This design comes from an exercise in tuning for small area, a short achievable clock period and few clock cycles per item on the open sky130 flow, not from production work. Function was checked by simulation only, so behaviour that the tests miss may differ from the original. Power is estimated from default activity; no workload was simulated.

==> design/flow/config.mk <==
export PLATFORM = sky130hd
export DESIGN_NAME = md5crypt_cmp
export DESIGN_NICKNAME = md5crypt_cmp
export VERILOG_FILES = /design/flow/design.v
export SDC_FILE = /design/flow/constraint.sdc
export NUM_CORES = 4
export LEC_CHECK = 0
export CAP_MARGIN = 20
export CORE_MARGIN = 2
export CORE_UTILIZATION = 40
export SETUP_SLACK_MARGIN = 2.7
export SLEW_MARGIN = 20
==> design/flow/design.v <==
`timescale 1ns/1ns
`default_nettype none
package pkt_comm_pkg;
	typedef logic [7:0] pkt_type_t;
	typedef logic [15:0] pkt_id_t;
	typedef logic [23:0] pkt_len_t;    
	typedef logic [31:0] checksum_t;
	typedef logic [15:0] out_word_t;   
	localparam pkt_type_t PKT_COMM_VERSION = 8'd2;
	localparam pkt_type_t PKT_TYPE_WORD_LIST = 8'd1;
	localparam pkt_type_t PKT_TYPE_CMP_CONFIG = 8'd3;
	localparam int PKT_MAX_TYPE = 6;
	localparam pkt_type_t OUTPKT_TYPE_CMP_RESULT = 8'hD4;
	localparam pkt_type_t OUTPKT_TYPE_PROCESSING_DONE = 8'hD2;
	localparam int ERR_INPKT_CHECKSUM = 0;    
	localparam int ERR_INPKT_LEN = 1;         
	localparam int ERR_INPKT_TYPE = 2;        
	localparam int ERR_PKT_VERSION = 3;       
	localparam int ERR_CMP_CONFIG = 7;        
	localparam int ERR_CMP_UNCONFIGURED = 0;  
endpackage
`default_nettype wire
`timescale 1ns/1ns
`default_nettype none
package cmp_pkg;
	localparam int HASH_ADDR_BITS_MAX = 16;
	typedef logic [31:0] hash_t;
	typedef logic [31:0] word_num_t;
	typedef logic [HASH_ADDR_BITS_MAX-1:0] hash_num_t;
endpackage
`default_nettype wire
`timescale 1ns/1ns
`default_nettype none
module md5crypt_cmp (
	input wire PKT_COMM_CLK,
	input wire rst_n,
	input wire [7:0] din,                    
	output logic rd_en,
	input wire empty,
	output logic [15:0] dout,                
	output logic wr_en,
	input wire full,
	output logic [7:0] pkt_comm_status,
	output logic [7:0] app_status
);
	localparam logic [2:0] H0 = 3'd0;    
	localparam logic [2:0] H1 = 3'd1;    
	localparam logic [2:0] HC = 3'd2;    
	localparam logic [2:0] PY = 3'd3;    
	localparam logic [2:0] PC = 3'd4;    
	logic [1:0] ph;           
	logic [1:0] ln;           
	logic rdy;
	logic [2:0] st;
	logic e_ver, e_type, e_len, e_chk, e_cfg, e_unc;
	logic is_cfg;             
	logic [10:0] lenw;        
	logic lbad;               
	logic mism;               
	logic [31:0] sum;         
	logic cy;                 
	logic [9:0] ci;           
	logic [4:0] count;        
	logic cbad;
	logic [4:0] hc;           
	logic [31:0] tbl [16];    
	logic [15:0] mf;          
	logic fin;                
	logic done_pend;
	logic busy;
	logic [3:0] cnt;
	logic odone;
	logic [15:0] oid;
	logic [10:0] oval;
	logic [3:0] ohn;
	assign rd_en = rdy;
	wire take = rdy & ~empty;
	wire halt = e_ver | e_type | e_len | e_chk;
	wire l0 = ph == 2'd0;
	wire l1 = ph == 2'd1;
	wire l2 = ph == 2'd2;
	wire l3 = ph == 2'd3;
	wire in_h0 = st == H0;
	wire in_h1 = st == H1;
	wire in_hc = st == HC;
	wire in_py = st == PY;
	wire in_pc = st == PC;
	wire in_cs = in_hc | in_pc;
	wire [10:0] ci_inc = {1'b0, ci} + 11'd1;
	wire last = ci_inc == lenw;
	wire byte_mm = (din ^ sum[7:0]) != 8'hFF;    
	wire ev = in_h0 & l0 & (din != 8'd2);
	wire et = in_h0 & l1 & (din != 8'd1) & (din != 8'd3);
	wire el = in_h1 & l2 & ((din != 8'd0) | lbad | (lenw == 11'd0) | (lenw[10] & (lenw[9:0] != 10'd0)));
	wire ec = in_cs & l3 & (mism | byte_mm);
	wire err_now = take & (ev | et | el | ec);
	wire pkt_end = take & in_pc & l3 & ~mism & ~byte_mm;
	logic [2:0] st_n;
	always_comb begin
		st_n = st;
		if (take & l3) begin
			case (st)
			H0: st_n = H1;
			H1: st_n = HC;
			HC: st_n = PY;
			PY: if (last) st_n = PC;
			default: st_n = H0;
			endcase
		end
	end
	wire [1:0] ln_n = ln + {1'b0, take};
	wire [9:0] widx = l0 ? ci_inc[9:0] : ci;     
	wire cw = widx == 10'd0;                     
	wire w_le = widx <= {5'd0, count};
	wire cfg_take = take & in_py & is_cfg;
	wire wl_take = take & in_py & ~is_cfg;
	wire wr_ok = cfg_take & ~cw & ~cbad & w_le;
	logic [15:0] eq, we, mask;
	always_comb begin
		for (int i = 0; i < 16; i++) begin
			eq[i] = tbl[i][7:0] == din;
			we[i] = wr_ok & (widx[3:0] == 4'(i + 1));    
			mask[i] = 5'(i) < hc;
		end
	end
	always_ff @(posedge PKT_COMM_CLK) begin
		for (int i = 0; i < 16; i++)
			tbl[i] <= {we[i] ? din : tbl[i][7:0], tbl[i][31:8]};
	end
	wire [8:0] add = {1'b0, in_h0 ? 8'h00 : sum[7:0]} + {1'b0, din} + {8'h00, ~l0 & cy};
	wire [7:0] sum_top = ~take ? sum[7:0] : in_cs ? 8'h00 : add[7:0];
	always_ff @(posedge PKT_COMM_CLK) begin
		sum <= {sum_top, sum[31:8]};
		if (take & ~in_cs)
			cy <= add[8];
		if (take & in_cs)
			mism <= (~l0 & mism) | byte_mm;
	end
	wire hit = |mf;
	wire hitpend = fin & hit;
	wire ofin = (cnt == 4'd11) & ~full;           
	wire ofree = ~busy | ofin;
	wire load_res = hitpend & ofree;
	wire pc3 = take & in_pc & l3 & ~is_cfg;
	wire load_now = pc3 & ofree & ~hitpend;        
	wire load_pend = done_pend & ofree & ~hitpend;
	logic [3:0] hn;
	always_comb begin
		hn = 4'd0;
		for (int i = 15; i >= 0; i--)
			if (mf[i]) hn = 4'(i);
	end
	wire allow_b2 = ~done_pend & ~hitpend & (~busy | (cnt >= 4'd6) | ((cnt == 4'd5) & ~full));
	wire s2 = hit & busy & ~ofin;
	wire nb_b2 = (st_n == H0) & (ln_n == 2'd2);
	wire nb_c0 = (st_n == PY) & (ln_n == 2'd0) & ~is_cfg;
	wire stall = (nb_b2 & ~allow_b2) | (nb_c0 & s2);
	always_ff @(posedge PKT_COMM_CLK or negedge rst_n) begin
		if (!rst_n) begin
			ph <= 2'd0;
			ln <= 2'd0;
			rdy <= 1'b1;
			st <= H0;
			e_ver <= 1'b0;
			e_type <= 1'b0;
			e_len <= 1'b0;
			e_chk <= 1'b0;
			e_cfg <= 1'b0;
			e_unc <= 1'b0;
			hc <= 5'd0;
			fin <= 1'b0;
			done_pend <= 1'b0;
			busy <= 1'b0;
		end else begin
			ph <= ph + 2'd1;
			ln <= ln_n;
			st <= st_n;
			rdy <= ~halt & ~err_now & ((ph + 2'd1) == ln_n) & ~stall;
			if (take & ev) e_ver <= 1'b1;
			if (take & et) e_type <= 1'b1;
			if (take & el) e_len <= 1'b1;
			if (take & ec) e_chk <= 1'b1;
			if (cfg_take & cw & l1 & (cbad | (din != 8'd0)))
				e_cfg <= 1'b1;                      
			if (cfg_take & ~cw & l3 & ~w_le)
				e_cfg <= 1'b1;                      
			if (pkt_end & is_cfg) begin
				if (ci != {5'd0, count})
					e_cfg <= 1'b1;                  
				else if (!e_cfg)
					hc <= count;
			end
			if (wl_take & l3) begin
				fin <= 1'b1;
				if (hc == 5'd0)
					e_unc <= 1'b1;
			end else if (wl_take & l0)
				fin <= 1'b0;
			else if (load_res)
				fin <= 1'b0;
			done_pend <= (done_pend & ~load_pend) | (pkt_end & ~is_cfg & ~load_now);
			if (load_res | load_pend)
				busy <= 1'b1;
			else if (load_now)
				busy <= pkt_end;
			else if (ofin)
				busy <= 1'b0;
		end
	end
	always_ff @(posedge PKT_COMM_CLK) begin
		if (take & in_h0 & l1)
			is_cfg <= din[1];
		if (take & in_h0 & l2)
			oid[7:0] <= din;
		if (take & in_h0 & l3)
			oid[15:8] <= din;
		if (take & in_h1 & l0) begin
			lenw[5:0] <= din[7:2];
			lbad <= din[1:0] != 2'd0;
		end
		if (take & in_h1 & l1) begin
			lenw[10:6] <= din[4:0];
			lbad <= lbad | (din[7:5] != 3'd0);
		end
		if (take & in_hc)
			ci <= 10'h3FF;
		else if (take & in_py & l0)
			ci <= ci_inc[9:0];
		if (cfg_take & cw & l0) begin
			count <= din[4:0];
			cbad <= (din == 8'd0) | (din > 8'd16);
		end
		if (wl_take)
			mf <= (l0 ? mask : mf) & eq;
		else if (load_res)
			mf <= 16'd0;
		if (load_res) begin
			odone <= 1'b0;
			oval <= {1'b0, ci};
			ohn <= hn;
			cnt <= 4'd0;
		end else if (load_now | load_pend) begin
			odone <= 1'b1;
			oval <= ci_inc;
			ohn <= 4'd0;
			cnt <= 4'd0;
		end else if (busy & ~full) begin
			cnt <= cnt + 4'd1;
			if (cnt == 4'd9)
				oval <= oval + {7'd0, ohn};
		end
	end
	always_comb begin
		case (cnt)
		4'd0: dout = {odone ? 8'hD2 : 8'hD4, 8'h02};
		4'd1: dout = oid;
		4'd2: dout = 16'h0008;
		4'd4: dout = odone ? 16'h2DF5 : 16'h2BF5;
		4'd5: dout = ~oid;
		4'd6: dout = {5'd0, oval};
		4'd8: dout = {12'd0, ohn};
		4'd10: dout = ~{5'd0, oval};
		4'd11: dout = 16'hFFFF;
		default: dout = 16'h0000;
		endcase
	end
	assign wr_en = busy & ~full;
	assign pkt_comm_status = {e_cfg, 3'b000, e_ver, e_type, e_len, e_chk};
	assign app_status = {7'd0, e_unc};
endmodule
`default_nettype wire
==> design/flow/run.sh <==
#!/bin/bash
# synth_recipe.tcl (not shown) runs the flow's synth.tcl, then flattens the netlist and writes it again
# the make line also repeats each setting of config.mk as NAME=value (left out here)
make -C /OpenROAD-flow-scripts/flow DESIGN_CONFIG=/design/flow/config.mk WORK_HOME=/design/flow/orfs CLKGATE_MAP_FILE= SYNTH_SCRIPT=/design/flow/synth_recipe.tcl finish
==> design/flow/constraint.sdc <==
create_clock -name core_clock -period 5.0 [get_ports {PKT_COMM_CLK}]
set_input_delay 1.0000 -clock core_clock [delete_from_list [all_inputs] [get_ports {PKT_COMM_CLK}]]
set_output_delay 1.0000 -clock core_clock [all_outputs]
set_load 0.01 [all_outputs]
==> summary.md, run 1 <==
| Metric | Value |
|---|---|
| Status | `finished clean` |
| Post-route ant nets | `0` |
| Largest family of logic cells by synthesized area | `simple AND/OR/NAND/NOR gates` |
| Most common library cells after synthesis | `560 x dfxtp_1, 122 x xnor2_1, 117 x mux2_2` |
| Hold Buf Count CTS | `0` |
| Worst Path Max Fanout | `8` |
| CP Data Arrival Time | `3.77 ns` |
| CORE AREA | `roughly 52,000 um2` |
| CP Data Required Time | `between 5 and 6 ns` |
| Die Wd | `234.1 um` |
| Final Hold Violating Endpoints | `0` |
| Effective utilization at floorplan | `0.4038` |
| Setup crit end kind | `flip-flop` |
| I/O pin count | `between 40 and 50` |
| Worst-Margin Slew | `0.8012 ns` |
| Vias | `12,940` |
| Maximum vdd drop | `0.2979 mV` |
| Average wire per standard cell | `18.75 um` |
| Fmax | `slightly above 300 MHz` |
| Leading area contributor after synthesis | `dfxtp_1` |
| Antenna violations before repair | `0` |
| Max_cap viols | `0` |
| CTS root buf | `clkbuf_16` |
| Synth Area in Simple Gates | `0.09429` |
| Clk Latency, worst-skew pair | `0.62 ns` |
| Hold Path Depth | `0` |
| Number of flops mapped to enable cells by yosys | `67` |
| Worst clock skew | `0.02037 ns` |
| Compound-gate portion of the synthesized area | `0.05713` |
| Fraction of layout cells with a size suffix above 1 | `0.3145` |
| Drt total wl | `48,330 um` |
| Most common cell in the netlist | `dfxtp_1` |
| Reg-to-Reg Start | `ph[1]$_DFF_PN0_` |
| Initial DRC count | `766` |
| CTS tree | `built` |
| Yosys warning total | `2` |
| Adder-cell area share of the yosys netlist | `0.01820` |
| Vias in the first global route | `12,770` |
| N_diodes | `0` |
| PD cells | `413.9 nW/um2` |
| First-pass GRT wire length | `73,080 um` |
| Synth top area share | `0.5293` |
| # setup viols final | `0` |
| Synth cell types | `74` |
| Critical path class | `flip-flop to flip-flop` |
| Clk buf depth | `3` |
| Grt ovf | `0` |
| Final HPWL DP | `28,360 um` |
| Async SR Flop Fraction | `0.03390` |
| R2R depth | `15` |
| Die Span Y | `234.1 um` |
| Clock Pin Slew Worst Setup and Hold Paths | `0.06 ns` |
| IO buf count | `35` |
| P_leak | `about 11 nW` |
| Yosys reg bits | `between 600 and 700` |
| Layout area overhead | `25.52%` |
| Drt drc | `0` |
| Most used DFF post-synth | `dfxtp_1` |
| # rows | `84` |
| Worst hold start | `tbl[8][17]$_DFF_P_` |
| Pin count of the biggest net entering global routing | `37` |
| Setup repair after global routing missed its margin | `true` |
| Clock sinks | `649` |
| Post-DP Area | `22,550 um2` |
| First-pass detailed-route iteration total | `6` |
| Vias per inst | `roughly 5` |
| H-Tree Depth | `2` |
| Worst Hold Class | `flip-flop to flip-flop` |
| Mux share of post-synthesis cell area | `0.07001` |
| Full die area | `54,810 um2` |
| Setup TNS | `0 ns` |
| XOR/XNOR Fraction of Synth Area | `0.08064` |
| Max-slew violations | `0` |
| Worst Setup SP | `ph[1]$_DFF_PN0_` |
| Post-synthesis cell area | `21,180 um2` |
| Synth top area cells | `dfxtp_1 53%, edfxtp_1 9.5%, mux2_2 6.2%, xnor2_1 5.0%, xor2_1 3.0%` |
| Relative slew slack | `0.4639` |
| Post-route cell area | `26,580 um2` |
| Gp weighted congestion | `0.8775` |
| Synth Area per Inst | `12.61 um2` |
| Final #Nets | `approximately 1,900` |
| CP Launch Type | `flip-flop` |
| Post-layout min period | `3.267 ns` |
| CTS buffer count | `approximately 60` |
| Seq/Total Area, Yosys | `0.6504` |
| Final Cycle Share | `0.6534` |
| GRT Overall Usage | `0.1713` |
| Synthesized instance count | `1,680` |
path summary, 6_finish.rpt:
check                           slack (ns)                   to
worst max-delay path                  1.73  tbl[15][28]$_DFF_P_
worst min-delay path                  0.31    tbl[8][9]$_DFF_P_
worst max register to register        1.73  tbl[15][28]$_DFF_P_
worst min register to register        0.31    tbl[8][9]$_DFF_P_
max in group asynchronous             4.23    e_chk$_DFFE_PN0P_
min in group asynchronous             0.37      st[0]$_DFF_PN0_
state kept, by name, summed over array words and instances (netlist names), 4 cells and up:
| name | cells |
|---|---|
| tbl | 512 |
| ci | 10 |
| hc | 5 |
| count | 5 |
| lenw | 11 |
| mf | 16 |
| ohn | 4 |
| oid | 16 |
| sum | 32 |
| cnt | 4 |
| oval | 11 |
power breakdown:
group / leakage [nW] / internal [mW] / switching, mW
Combinational: 4.16 / 0.365 / 0.484
Clock: 1.02 / 2.66 / 1.99
Sequential: 5.46 / 5.40 / 0.105
cell usage in the layout (no fill, tap or decap), types with 7 or more instances in the layout:
cell type	instances
dfxtp_1	548
xnor2_1	119
buf_4	100
mux2_2	82
xor2_1	71
edfxtp_1	67
clkbuf_16	65
nand2_1	52
mux2_4	47
nor2_1	45
buf_6	44
o21ai_0	33
inv_1	32
a21oi_1	32
nor4_1	27
o21ai_1	27
nand3_1	25
nand4_1	25
nor3_1	18
dfrtp_1	17
ha_1	16
buf_2	16
clkinv_2	14
a21oi_2	12
and2_1	11
clkbuf_8	11
nand4_4	10
or3_1	10
conb_1	10
a21o_1	9
ha_4	9
nor4_4	8
dfxtp_4	8
clkbuf_1	8
buf_12	8
nand2_4	7
through the flow:
stage / std cells / power (mW) / worst slack (ns) / util / hold slack (ns)
after floorplan: 1689 / 6.136 / 1.787 / - / 0.3096
after global placement: 2332 / 6.305 / 1.005 / 0.4299 / 0.3096
after detailed placement: 2332 / 6.315 / 0.8878 / 0.4299 / 0.3121
after global routing: 2577 / 11.41 / 1.634 / 0.5069 / 0.3174
final: 2577 / 11.00 / 1.733 / 0.5069 / 0.3101
after CTS: 2524 / 11.05 / 1.766 / 0.4928 / 0.3087
layer usage:
metal | vias to the layer above | share of wire | routed length [um] | track usage
met1 | 6381 | 0.47 | 22610 | 0.2370
met3 | 95 | 0.056 | 2700 | 0.02882
met2 | 352 | 0.45 | 21750 | 0.2719
met5 | - | 0 | 0 | 0
li1 | 6109 | - | - | -
met4 | 0 | 0.026 | 1264 | 0.05756
cell families (layout without fill, tap and decap cells):
group | after synthesis | count (layout)
AOI/OAI and AO/OA | 193 | 195
xor gates and xnor gates | 195 | 195
adders and majority gates | 29 | 29
buffers and inverters | 141 | 337
DFF | 649 | 649
muxes | 132 | 132
other | 1 | 10
and+or+nand+nor | 340 | 342
repair_timing:
action / CTS / global route
pin swaps: 35 / 57
gates resized for setup: 260 / 97
endpoints found under the setup margin: 260 / 225
buffers inserted: 76 / 49
gates cloned: 3 / 4
worst max-delay path, cell delays in order, from the launching register on:
cell,delay [ns]
dfrtp_1,0.40
inv_2,0.09
ha_4,0.27
mux2i_4,0.28
inv_2,0.07
ha_4,0.21
nor2b_4,0.12
o21a_1,0.19
o21ai_2,0.12
a21oi_2,0.09
nor4b_4,0.30
buf_4,0.17
buf_12,0.12
buf_12,0.10
nand4_4,0.23
mux2_4,0.38
layout make-up:
cell class	count	area, um2
clock buffers	81	1733
clock inverters	32	339.1
multi-input cells	903	7988
flip-flops and latches	649	13810
well taps	688	860.8
fillers	4428	25860
repair buffers	182	1675
inverters	42	172.7
Testbench counts, summed over its fixed seeds: cycles 37,334, items 8,714.
==> run 2, diff against run 1 <==
--- a/design/flow/config.mk
+++ b/design/flow/config.mk
@@ -5,6 +5,7 @@
 export SDC_FILE = /design/flow/constraint.sdc
 export NUM_CORES = 4
 export LEC_CHECK = 0
+export ABC_AREA = 1
 export CAP_MARGIN = 20
 export CORE_MARGIN = 2
 export CORE_UTILIZATION = 40
==> run 2 against run 1 <==
Net effect:
- synthesized cell count is 24% higher
- critical path depth is 7 lower
- sequential power is 3% lower
- combinational power is 26% higher
- non-clock buffer count is 15 higher
- cell area is 4.4% higher
- die area is 0.80% lower
- global-route usage is 3.3 points higher
- clock-buffer cell count is 10 higher
- maximum frequency is 3.1% higher
- via count is 18% higher
- core utilization is 3.1 points higher
- critical endpoint is now dout[9]
==> summary.md, run 2 <==
| Metric | Value |
|---|---|
| Effective utilization at floorplan | `0.4070 (+0.003189)` |
| # rows | `83 (-1.2%)` |
| Fraction of layout cells with a size suffix above 1 | `0.2833 (-0.03113)` |
| Final #Nets | `2,319 (+23%)` |
| CP Data Required Time | `4.00 ns (-1.51 ns)` |
| Vias | `15,240 (+18%)` |
| Worst-Margin Slew | `1.229 ns (+0.4279 ns)` |
| R2R depth | `20 (+5)` |
| Critical path class | `flip-flop to output pin` |
| Most used DFF post-synth | `dfxtp_1` |
| Post-DP Area | `22,380 um2 (-0.75%)` |
| CTS buffer count | `67 (+9.8%)` |
| Synth cell types | `49 (-34%)` |
| Top layer in use | `met4` |
| Post-layout min period | `3.168 ns (-0.09913 ns)` |
| Setup repair after global routing missed its margin | `true` |
| Drt total wl | `55,800 um (+15%)` |
| Overall Power | `11.54 mW (+4.9%)` |
| First-pass detailed-route iteration total | `5 (-1)` |
| Worst Hold End | `tbl[3][6]$_DFF_P_` |
| Post-synthesis cell area | `21,010 um2 (-0.81%)` |
| Most common cell in the netlist | `dfxtp_1` |
| Slowest stage cell, crit path | `dfxtp_4` |
| Worst Hold Class | `flip-flop to flip-flop` |
| Vias in the first global route | `15,110 (+18%)` |
| Fmax | `315.7 MHz (+3.1%)` |
| Max_cap viols | `0 (unchanged)` |
| Fill cells | `4,240 (-4.2%)` |
| CTS root buf | `clkbuf_16` |
| Status | `finished clean` |
| N_diodes | `0 (unchanged)` |
| Drt drc | `0 (unchanged)` |
| Clk Latency, worst-skew pair | `0.61 ns (about the same)` |
| CP Data Arrival Time | `2.17 ns (-1.60 ns)` |
| Gp weighted congestion | `0.8948 (+2.0%)` |
| CTS tree | `built` |
| Yosys reg bits | `649 (unchanged)` |
| Pin count of the biggest net entering global routing | `33 (-11%)` |
| Synth Area per Inst | `10.10 um2 (-20%)` |
| Post-route ant nets | `0 (unchanged)` |
| Critical R2R Capture | `tbl[3][29]$_DFF_P_` |
| CP peak stage delay | `0.38 ns (-0.02 ns)` |
| First-pass GRT wire length | `84,980 um (+16%)` |
| Async SR Flop Fraction | `0.03390 (unchanged)` |
| IO buf count | `35 (unchanged)` |
| Worst Hold Slack | `0.3105 ns (+0.0004440 ns)` |
| Setup TNS | `0 ns (unchanged)` |
| Clk buf depth | `3 (unchanged)` |
| DR WL met2 | `26,110 um (+20%)` |
| Reg-to-Reg Start | `ph[1]$_DFF_PN0_` |
| Post-route cell area | `27,750 um2 (+4.4%)` |
| Max-slew violations | `0 (unchanged)` |
| Final Cycle Share | `0.6336 (-0.01983)` |
| P_leak | `11.62 nW (+9.1%)` |
| Most common cell after layout, fill and taps aside | `dfxtp_1` |
| Final design utilization | `0.5376 (+0.03074)` |
| I/O pin count | `46 (unchanged)` |
| Final HPWL DP | `31,310 um (+10%)` |
| CP Launch Type | `flip-flop` |
| Number of flops mapped to enable cells by yosys | `67 (unchanged)` |
| # setup viols final | `0 (unchanged)` |
| R2r setup slk | `1.97 ns (+0.24 ns)` |
| Final Hold Violating Endpoints | `0 (unchanged)` |
| Met3 Routed Length | `3255 um (+21%)` |
| Synth top area share | `0.5337 (+0.004319)` |
| Biggest register | `tbl` |
| Average wire per standard cell | `18.52 um (-1.3%)` |
| CP cell instances | `inv_4 > ha_4 > nand2_4 > clkinvlp_4 > buf_4 > a221oi_2 > o211ai_1 > buf_2` |
| Leading area contributor after synthesis | `dfxtp_1` |
| Clock Pin Slew Worst Setup and Hold Paths | `0.06 ns (about the same)` |
| Setup crit end kind | `output pin` |
| Seq/Total Area, Yosys | `0.6557 (+0.005307)` |
| CORE AREA | `51,610 um2 (-1.6%)` |
| Die Span Y | `233.2 um (-0.40%)` |
| Most common library cells after synthesis | `560 x dfxtp_1, 469 x nand2_1, 194 x nand3_1` |
| GRT Overall Usage | `0.2041 (+0.03287)` |
| Top flop regs | `tbl (512), sum (32)` |
| Layout area overhead | `32.08%` |
| H-Tree Depth | `3 (+1)` |
| Vias per inst | `5.057 (+0.74%)` |
| Synthesized instance count | `2,079 (+24%)` |
| PD cells | `415.9 nW/um2 (+0.49%)` |
| Maximum vdd drop | `0.2495 mV (-16%)` |
| Initial DRC count | `1,163 (+52%)` |
| Yosys warning total | `2 (unchanged)` |
| Worst clock skew | `0.03530 ns (+0.01493 ns)` |
| Relative slew slack | `0.1776 (-0.2863)` |
| Hold Buf Count CTS | `0 (unchanged)` |
| Clock sinks | `649 (unchanged)` |
| Max reg flops | `512 (unchanged)` |
| Commonest cells after routing, fill and taps aside | `551 x dfxtp_1, 312 x nand2_1, 131 x nand3_1` |
| Grt ovf | `0 (unchanged)` |
| Hold Path Depth | `0 (unchanged)` |
| Synth top area cells | `dfxtp_1 53%, edfxtp_1 9.6%, nand2_1 8.4%, nand3_1 4.6%, xor2_1 2.7%` |
| Met1 Wirelength | `24,280 um (+7.4%)` |
| Worst Path Max Fanout | `5 (-3)` |
| Full die area | `54,370 um2 (-0.80%)` |
| Worst hold start | `tbl[3][14]$_DFF_P_` |
| Antenna violations before repair | `0 (unchanged)` |
| Die Wd | `233.2 um (-0.40%)` |
-- run 2: cell count changes in the layout (fill, tap and decap cells not counted), sizes merged, moves of 13 or more --
cell	delta
or3	-14
nor4	-16
nand2	+405
inv	+102
mux2	-129
nor2	+69
buf	+19
o211ai	+21
o22ai	+13
and2	-13
nand3	+161
nor3	-17
xnor2	-70
-- run 2: what timing repair did --
| item | in CTS | in global routing |
|---|---|---|
| setup endpoints to repair | 272 | 213 |
| setup buffers | 98 | 32 |
| resized for setup | 385 | 138 |
| gates cloned | 18 | 3 |
| pin swaps | 94 | 74 |
-- run 2: how the worst max path moves through the flow --
stage / from / endpoint / depth (start not counted)
floorplan: ci[2]$_SDFFE_PP1P_ / tbl[13][25]$_DFF_P_ / 19
detailed placement: empty / tbl[15][29]$_DFF_P_ / 10
global route: cnt[3]$_SDFFE_PP0P_ / dout[5] / 10
CTS: cnt[1]$_SDFFE_PP0P_ / dout[9] / 7
finish: cnt[1]$_SDFFE_PP0P_ / dout[9] / 8
global placement: empty / tbl[15][30]$_DFF_P_ / 10
-- run 2: layout make-up --
| class | instances | area (um2) | share of cell area |
|---|---|---|---|
| flip-flops and latches | 649 | 13810 | 0.4976 |
| clock buffers | 91 | 1891 | 0.06813 |
| multi-input cells | 1215 | 7993 | 0.2880 |
| inverters | 145 | 603.1 | 0.02173 |
| well taps | 680 | 850.8 | 0.03066 |
| repair inverters | 3 | 20.02 | 0.0007215 |
| clock inverters | 33 | 407.9 | 0.01470 |
| repair buffers | 197 | 2176 | 0.07841 |
-- run 2: critical path, delay by kind of cell, from the launching register on --
| kind | cells | cell delay, ns |
|---|---|---|
| buffers and inverters | 4 | 0.56 |
| and+or+nand+nor | 1 | 0.07 |
| AOI/OAI and AO/OA | 2 | 0.41 |
| DFF | 1 | 0.38 |
| adders and majority gates | 1 | 0.16 |
-- run 2: report_power, final --
group | switching (mW) | internal, mW
clock | 2.10 | 3.01
sequential | 0.0636 | 5.30
combinational | 0.613 | 0.454
-- run 2: logic make-up after synthesis --
family | share of synthesized area
other | 0.0001785
flip-flops | 0.6557
AND/OR/NAND/NOR | 0.1722
XOR/XNOR | 0.04878
AO/OA/AOI/OAI | 0.06099
buffers and inverters | 0.04378
adder cells (fa/ha/maj) | 0.01834
-- run 2: layer usage --
metal | vias to the layer above | global-route usage
li1 | 7258 | -
met1 | 7275 | 0.2627
met2 | 560 | 0.3313
met3 | 144 | 0.03894
met4 | 0 | 0.09514
met5 | - | 0
-- run 2: per-stage QoR --
stage / cells / setup WS (ns)
floorplan: 2088 / 2.309
global placement: 2738 / 1.277
detailed placement: 2738 / 1.240
CTS: 2978 / 1.862
global route: 3013 / 1.765
finish: 3013 / 1.832
==> run 3, diff against run 2 <==
--- a/design/flow/config.mk
+++ b/design/flow/config.mk
@@ -5,9 +5,7 @@
 export SDC_FILE = /design/flow/constraint.sdc
 export NUM_CORES = 4
 export LEC_CHECK = 0
-export ABC_AREA = 1
 export CAP_MARGIN = 20
 export CORE_MARGIN = 2
 export CORE_UTILIZATION = 40
-export SETUP_SLACK_MARGIN = 2.7
 export SLEW_MARGIN = 20
==> run 3 against run 2 <==
Net effect:
- die area increased by 0.80%
- combinational power decreased by 38%
- global-route usage decreased by 4.5 points
- clock power decreased by 9.6%
- total power decreased by 6.4%
- via count decreased by 21%
- sequential share of layout area increased by 7.3 points
- critical path type unchanged
==> summary.md, run 3 <==
| Metric | Value |
|---|---|
| Status | `finished clean` |
| Post-CTS Setup Inserts | `0 (-100%)` |
| Synthesized instance count | `1,680 (-19%)` |
| Max-slew violations | `0 (unchanged)` |
| Drt total wl | `43,250 um (-22%)` |
| Setup repair after global routing missed its margin | `false` |
| Antenna violations before repair | `0 (unchanged)` |
| Fraction of layout cells with a size suffix above 1 | `0.1521 (-0.1312)` |
| Top flop regs | `tbl (512), sum (32)` |
| Vias in the first global route | `11,730 (-22%)` |
| Synth top area cells | `dfxtp_1 53%, edfxtp_1 9.5%, mux2_2 6.2%, xnor2_1 5.0%, xor2_1 3.0%` |
| Initial DRC count | `916 (-21%)` |
| Worst Setup SP | `cnt[3]$_SDFFE_PP0P_` |
| Relative slew slack | `0.3973 (+0.2197)` |
| Most common cell after layout, fill and taps aside | `dfxtp_1` |
| Average wire per standard cell | `17.70 um (-4.4%)` |
| CORE AREA | `52,450 um2 (+1.6%)` |
| Worst Path Max Fanout | `11 (+6)` |
| # setup viols final | `0 (unchanged)` |
| Async SR Flop Fraction | `0.03390 (unchanged)` |
| First-pass GRT wire length | `68,000 um (-20%)` |
| CP cell instances | `clkinv_1 > nor2_1 > nand2_1 > o22ai_1 > nor2_1 > o21ai_0 > clkdlybuf4s50_1` |
| I/O pin count | `46 (unchanged)` |
| GRT Overall Usage | `0.1594 (-0.04476)` |
| PD cells | `447.2 nW/um2 (+7.5%)` |
| Die Wd | `234.1 um (+0.40%)` |
| CP peak stage delay | `0.61 ns (+0.23 ns)` |
| Biggest register | `tbl` |
| Critical Path End | `dout[6]` |
| N_diodes | `0 (unchanged)` |
| P_int | `8.340 mW (-4.8%)` |
| Fmax | `224.3 MHz (-29%)` |
| Critical path class | `flip-flop to output pin` |
| Setup TNS | `0 ns (unchanged)` |
| Critical R2R Capture | `tbl[8][30]$_DFF_P_` |
| Final HPWL DP | `27,720 um (-11%)` |
| Comb power frac | `0.062 (-0.030)` |
| Most used DFF post-synth | `dfxtp_1` |
| Flop pwr share | `0.510 (+0.046)` |
| Clk buf depth | `3 (unchanged)` |
| Full die area | `54,810 um2 (+0.80%)` |
| Final #Nets | `1,751 (-24%)` |
| Clock Pin Slew Worst Setup and Hold Paths | `0.06 ns (about the same)` |
| Die Span Y | `234.1 um (+0.40%)` |
| Gp weighted congestion | `0.8577 (-4.1%)` |
| Final Hold Violating Endpoints | `0 (unchanged)` |
| CP Launch Type | `flip-flop` |
| P_leak | `9.551 nW (-18%)` |
| Synth top area share | `0.5293 (-0.004319)` |
| Max reg flops | `512 (unchanged)` |
| H-Tree Depth | `2 (-1)` |
| CTS buffer count | `61 (-9.0%)` |
| CP Data Arrival Time | `3.46 ns (+1.29 ns)` |
| Delay-heaviest family, CP | `buffers and inverters` |
| Worst Hold Class | `flip-flop to flip-flop` |
| First-pass detailed-route iteration total | `5 (unchanged)` |
| WP buf/inv | `2 (-2)` |
| Net Sw Frac | `0.2275 (-0.01322)` |
| Switch Pwr | `2.457 mW (-12%)` |
| Most common library cells after synthesis | `560 x dfxtp_1, 122 x xnor2_1, 117 x mux2_2` |
| Post-synthesis cell area | `21,180 um2 (+0.82%)` |
| Worst Hold Slack | `0.2959 ns (-0.01466 ns)` |
| CP Data Required Time | `4.00 ns (about the same)` |
| Most common cell in the netlist | `dfxtp_1` |
| Post-CTS sizing | `0 (-100%)` |
| Commonest cells after routing, fill and taps aside | `560 x dfxtp_1, 121 x xnor2_1, 117 x mux2_2` |
| Seq/Total Area, Yosys | `0.6504 (-0.005307)` |
| Clock sinks | `649 (unchanged)` |
| Clk Latency, worst-skew pair | `0.63 ns (+0.02 ns)` |
| CTS tree | `built` |
| Clk pwr share | `0.428 (-0.015)` |
| Worst clock skew | `0.03735 ns (+0.002048 ns)` |
| Synth cell types | `74 (+51%)` |
| CTS root buf | `clkbuf_16` |
| Vias per inst | `4.926 (-2.6%)` |
| Worst-Margin Slew | `0.9007 ns (-0.3284 ns)` |
| R2r setup slk | `0.73 ns (-1.24 ns)` |
| Synth Area per Inst | `12.61 um2 (+25%)` |
| Post-route ant nets | `0 (unchanged)` |
| Grt ovf | `0 (unchanged)` |
| Layout area overhead | `13.99%` |
| Crit-path most repeated cell | `nor2_1` |
| # rows | `84 (+1.2%)` |
| IO buf count | `35 (unchanged)` |
| Reg-to-Reg Start | `ph[0]$_DFF_PN0_` |
| Yosys warning total | `2 (unchanged)` |
| Number of flops mapped to enable cells by yosys | `67 (unchanged)` |
| Effective utilization at floorplan | `0.4038 (-0.003189)` |
| Pin count of the biggest net entering global routing | `43 (+30%)` |
| Drt drc | `0 (unchanged)` |
| Hold Buf Count CTS | `0 (unchanged)` |
| Maximum vdd drop | `0.2940 mV (+18%)` |
| Vias | `12,040 (-21%)` |
| Slowest stage cell, crit path | `clkdlybuf4s50_1` |
| Max_cap viols | `0 (unchanged)` |
| Final Cycle Share | `0.8917 (+0.2582)` |
| Post-layout min period | `4.459 ns (+1.291 ns)` |
| R2R depth | `13 (-35%)` |
| Leading area contributor after synthesis | `dfxtp_1` |
| Critical Path Stages | `7 (-1)` |
| Yosys reg bits | `649 (unchanged)` |
| Setup crit end kind | `output pin` |
==> run 3: logic make-up after synthesis <==
logic type / after synthesis / synth area share
xor+xnor: 195 / 0.08064
flops: 649 / 0.6504
mux: 132 / 0.07001
simple gates: 340 / 0.09429
other cells: 1 / 0.0001771
compound gates: 193 / 0.05713
buf+inv: 141 / 0.02918
fa+ha+maj: 29 / 0.01820
==> run 3: worst min-delay path by stage <==
stage | start | to | slack [ns] | cells past startpoint
after floorplan | sum[8]$_DFF_P_ | sum[0]$_DFF_P_ | 0.31 | 0
after global placement | tbl[7][8]$_DFF_P_ | tbl[7][0]$_DFF_P_ | 0.31 | 0
after detailed placement | sum[12]$_DFF_P_ | sum[4]$_DFF_P_ | 0.31 | 0
after CTS | tbl[1][28]$_DFF_P_ | tbl[1][20]$_DFF_P_ | 0.29 | 0
after global routing | tbl[1][28]$_DFF_P_ | tbl[1][20]$_DFF_P_ | 0.30 | 0
final | tbl[1][28]$_DFF_P_ | tbl[1][20]$_DFF_P_ | 0.30 | 0
==> run 3: cell type report <==
cell class	instances	area, um2
Fill cell	4631	28300
Timing Repair Buffer	57	483.0
Multi-Input combinational cell	899	6828
Sequential cell	649	13770
Inverter	42	157.7
Tap cell	688	860.8
Clock inverter	22	264.0
Clock buffer	86	1774
==> run 3: layer usage <==
| metal | up-vias | wire length (um) | GRT usage |
|---|---|---|---|
| met5 | - | 0 | 0 |
| met4 | 0 | 1222 | 0.05993 |
| met3 | 70 | 2133 | 0.02906 |
| met2 | 274 | 19060 | 0.2454 |
| met1 | 5841 | 20830 | 0.2230 |
| li1 | 5850 | - | - |
==> run 3: worst reg2reg max path: stages, from the launching register on <==
cell,delay (ns)
dfrtp_1,0.44
inv_1,0.12
ha_1,0.69
mux2i_1,0.41
inv_1,0.13
ha_1,0.30
nor2b_1,0.13
o21a_1,0.16
o21ai_0,0.15
a21oi_1,0.13
nor4b_4,0.23
buf_4,0.39
and4b_1,0.52
mux2_2,0.39
==> run 3: power groups by stage <==
stage | registers (mW) | clock network (mW) | logic, mW
floorplan | 5.56 | 0 | 0.509
global placement | 5.62 | 0 | 0.661
detailed placement | 5.62 | 0 | 0.668
CTS | 5.51 | 4.73 | 0.671
global route | 5.52 | 4.93 | 0.736
finish | 5.51 | 4.62 | 0.666
==> run 3: per-stage QoR <==
stage,power [mW],instance area (um2),setup slack [ns],std cells,util
CTS,10.91,24150,0.5909,2443,0.4604
finish,10.80,24140,0.5413,2443,0.4603
global route,11.19,24140,0.3567,2443,0.4603
global placement,6.280,22110,0.8268,2335,0.4216
floorplan,6.068,21210,1.264,1689,-
detailed placement,6.289,22110,0.7347,2335,0.4216

port drivers added, routing unchanged:
The flow's constraints put no driver on any port. The routed layouts listed below were extracted and timed again, unchanged, in two steps.
Step 1, drivers: a clkbuf_16 drives PKT_COMM_CLK and a buf_2 each remaining input, both assumed.
Step 2 also shifts input and output timing later by t, the mid clock arrival at the registers, as if the neighbouring blocks saw the same clock.
a / b / c = no drivers / after step 1 / after step 2; a / b = the first two.
| run | t (ns) | slack for setup (ns) | worst setup path at the end | slew at the worst register clock pin (ns) | pins driven straight from the clock port |
|---|---|---|---|---|---|
| run 1 | 0.672 | 1.733 / 1.700 / 1.733 | register to register | 0.07 / 0.07 | 1 |
| run 2 | 0.647 | 1.832 / 1.774 / 1.906 | input to register | 0.07 / 0.07 | 1 |
| run 3 | 0.673 | 0.541 / 0.484 / 0.727 | register to register | 0.07 / 0.07 | 1 |
After both steps setup and hold are still met in every run listed.
